This is an optimization exercise on Yosys and OpenROAD, whose aim is small area, not a production implementation. In this exercise RTL edits were held to simulation tests only and were not proved equivalent to the original. The clock port is modelled as an ideal driver; clocking choices that lean on that would not hold on a real chip.

Setup of branch xenon:
## mpu_core_p
module mpu_core_p
#(
  parameter int DATA_W = 8,
  parameter int ADDR_W = 8
) (
  input  logic              iClk,
  input  logic              iRst,
  input  logic              iStart,
  input  logic              iLoadEn,
  input  logic [ADDR_W-1:0] iLoadAddr,
  input  logic [DATA_W-1:0] iLoadData,
  input  logic [DATA_W-1:0] iInData,
  input  logic              iInValid,
  output logic              oInReady,
  output logic [DATA_W-1:0] oOutData,
  output logic              oOutValid,
  input  logic              iOutReady,
  output logic [ADDR_W-1:0] oPC,
  output logic [DATA_W-1:0] oAcc,
  output logic [DATA_W-1:0] oIR,
  output logic [2:0]        oState,
  output logic              oZero,
  output logic              oSign,
  output logic              oCarry,
  output logic              oHalt,
  output logic              oBusy
);
Settings: LEC_CHECK=0, CAP_MARGIN=20, CORE_MARGIN=2, CORE_UTILIZATION=60, PLACE_DENSITY=0.72, SLEW_MARGIN=20, SYNTH_HIERARCHICAL=1, SYNTH_MINIMUM_KEEP_SIZE=0; clock period 10.0 ns.
standard.sh (not shown) runs the stock make flow with config.mk's settings and CLKGATE_MAP_FILE= SYNTH_SCRIPT=/design/flow/synth_recipe.tcl, a recipe that flattens the netlist after the stock synthesis.
==> flow/flow/run.sh <==
#!/bin/bash
set -euo pipefail
bash standard.sh \
  BUFFER_PORTS_ARGS="-buffer_cell sky130_fd_sc_hd__buf_1" \
  CTS_ARGS="-sink_clustering_enable -repair_clock_nets -dont_use_dummy_load -buf_list sky130_fd_sc_hd__clkbuf_16 -sink_clustering_size 26 -sink_clustering_max_diameter 70" \
  finish > flow_make.log 2>&1
Input-level comparison between branch delta and branch xenon:
Settings: swapping 60 for 72 in CORE_UTILIZATION; swapping 0.72 for 0.82 in PLACE_DENSITY.
### Flow results
branch delta finished all stages; the layout is clean. NOTE number of global-route vias before repair branch xenon->branch delta increased by a few percent. Delta (branch delta minus branch xenon): post-route worst setup slack shows an increase of 0.073 ns. For branch delta, the slowest stage cell on the critical path was sky130_fd_sc_hd__nor4_1, unlike branch xenon, where it was sky130_fd_sc_hd__nor4_2. Looking at peak-usage layer in the global routing report, the met1 result is from branch xenon; the met2 one comes from branch delta.

* * *

mpu_core_p, a different RTL version from the one above (not shown whole).
Size in the first run: roughly 2100 flip-flops.
clock: 10.0 ns
lec_check: 0
cap_margin: 20
core_margin: 2
core_utilization: 60
place_density: 0.72
slew_margin: 20
synth_hierarchical: 1
synth_minimum_keep_size: 0
==> flow/flow/run.sh <==
#!/bin/bash
# Standard layout, with a leaner clock tree: larger sink clusters on
# clkbuf_16 and no dummy loads. Everything else is the standard flow.
set -euo pipefail
bash standard.sh \
  SYNTH_HIERARCHICAL=1 SYNTH_MINIMUM_KEEP_SIZE=0 \
  CORE_UTILIZATION=60 PLACE_DENSITY=0.72 \
  CTS_ARGS="-sink_clustering_enable -repair_clock_nets -dont_use_dummy_load -buf_list sky130_fd_sc_hd__clkbuf_16 -sink_clustering_size 30 -sink_clustering_max_diameter 80" \
  finish > flow_make.log 2>&1
The first run passed the timing, design-rule and antenna checks.
==> next run, changes <==
==> flow/run.sh (new file) <==
#!/bin/bash
# synth_recipe.tcl (not shown) runs the flow's synth.tcl, then flattens the netlist and writes it again
# the make line also repeats each setting of config.mk as NAME=value (left out here)
make -C /OpenROAD-flow-scripts/flow DESIGN_CONFIG=/design/flow/config.mk WORK_HOME=/design/flow/orfs CLKGATE_MAP_FILE= SYNTH_SCRIPT=/design/flow/synth_recipe.tcl finish
- CTS_BUF_LIST: not set -> sky130_fd_sc_hd__clkbuf_8
removed: flow/flow/run.sh
removed: flow/standard.sh
Outcome: The changed run passed the timing, design-rule and antenna checks. Worst hold slack is about the same. Cell count climbs by 8.2%. Core utilization rose by 2.9 points. First-iteration DRC count climbs by 0.72%. Wire length came out higher by 2.9%. Global-route usage rose by 1.0 points. Via count increases by 4.1%.

* * *

Setup of rev 12:
Another version of the RTL of mpu_core_p (not shown whole).
For scale: ~6100 cells after synthesis, about 72 I/O pins.
==> flow/config.mk <==
export PLATFORM = sky130hd
export DESIGN_NAME = mpu_core_p
export DESIGN_NICKNAME = mpu_core_p
export VERILOG_FILES = /design/flow/design.v
export SDC_FILE = /design/flow/constraint.sdc
export NUM_CORES = 4
export LEC_CHECK = 0
export CAP_MARGIN = 20
export CORE_MARGIN = 2
export CORE_UTILIZATION = 60
export PLACE_DENSITY = 0.72
export SLEW_MARGIN = 20
export SYNTH_HIERARCHICAL = 1
export SYNTH_MINIMUM_KEEP_SIZE = 0
==> flow/constraint.sdc <==
create_clock -name core_clock -period 10.0 [get_ports {iClk}]
set_input_delay 2.0000 -clock core_clock [delete_from_list [all_inputs] [get_ports {iClk}]]
set_output_delay 2.0000 -clock core_clock [all_outputs]
set_load 0.01 [all_outputs]
==> flow/flow/run.sh <==
#!/bin/bash
set -euo pipefail
bash standard.sh \
  BUFFER_PORTS_ARGS="-buffer_cell sky130_fd_sc_hd__buf_1" \
  CTS_ARGS="-sink_clustering_enable -repair_clock_nets -dont_use_dummy_load -buf_list sky130_fd_sc_hd__clkbuf_16 -sink_clustering_size 30 -sink_clustering_max_diameter 80" \
  finish > flow_make.log 2>&1
Rev 12 has completed all stages; timing, DRC and antenna checks passed.
Modified inputs, rev 13 compared to rev 12
- changing PLACE_DENSITY from 0.72 to 0.82
- changing CORE_UTILIZATION from 60 to 72
Results
- Rev 13 completed; timing, DRC and antenna clean
- | shortest clock period the worst path allows after layout | rev 13 vs rev 12 | worse |
- Diff rev 12 -> rev 13: clock buffer count in the final layout fell 8.0%, total vias in the final route up 2.7%.

-- afterwards: timing with drivers on the ports --
The results above use ideal ports. As a check the final layouts listed here were re-extracted and re-timed, cells and wires unchanged.
Step 1 assumes that a clkbuf_16 drives the clock port and a buf_2 every other input.
Step 2 adds t to the input delays and takes it off the output delays; t is the mean of the earliest and latest rising clock arrival at the registers after step 1. Input paths then give back, and output paths get back, about the clock's delay inside the block.
Three values: ideal ports, drivers, drivers and shift; two values: the first two.
| run | t (ns) | setup WS [ns] | pins driven straight from the clock port |
|---|---|---|---|
| branch xenon | 0.818 | 1.066 / 1.123 / 0.305 | 1 |
| branch delta | 0.794 | 1.139 / 1.183 / 0.388 | 1 |
| the first run of note 2 | 0.756 | 1.024 / 1.076 / 0.320 | 1 |
| the second run of note 2 | 1.065 | 1.244 / 1.284 / 0.231 | 1 |
| rev 12 | 0.770 | 1.000 / 1.045 / 0.276 | 1 |
| rev 13 | 0.775 | 0.407 / 0.466 / -0.309 | 1 |
With both steps, setup timing fails in rev 13, where it was met with ideal ports. The setup slack of the second run of note 2, which loses most, moves by +0.040 ns with the drivers and by -1.013 ns with both steps.
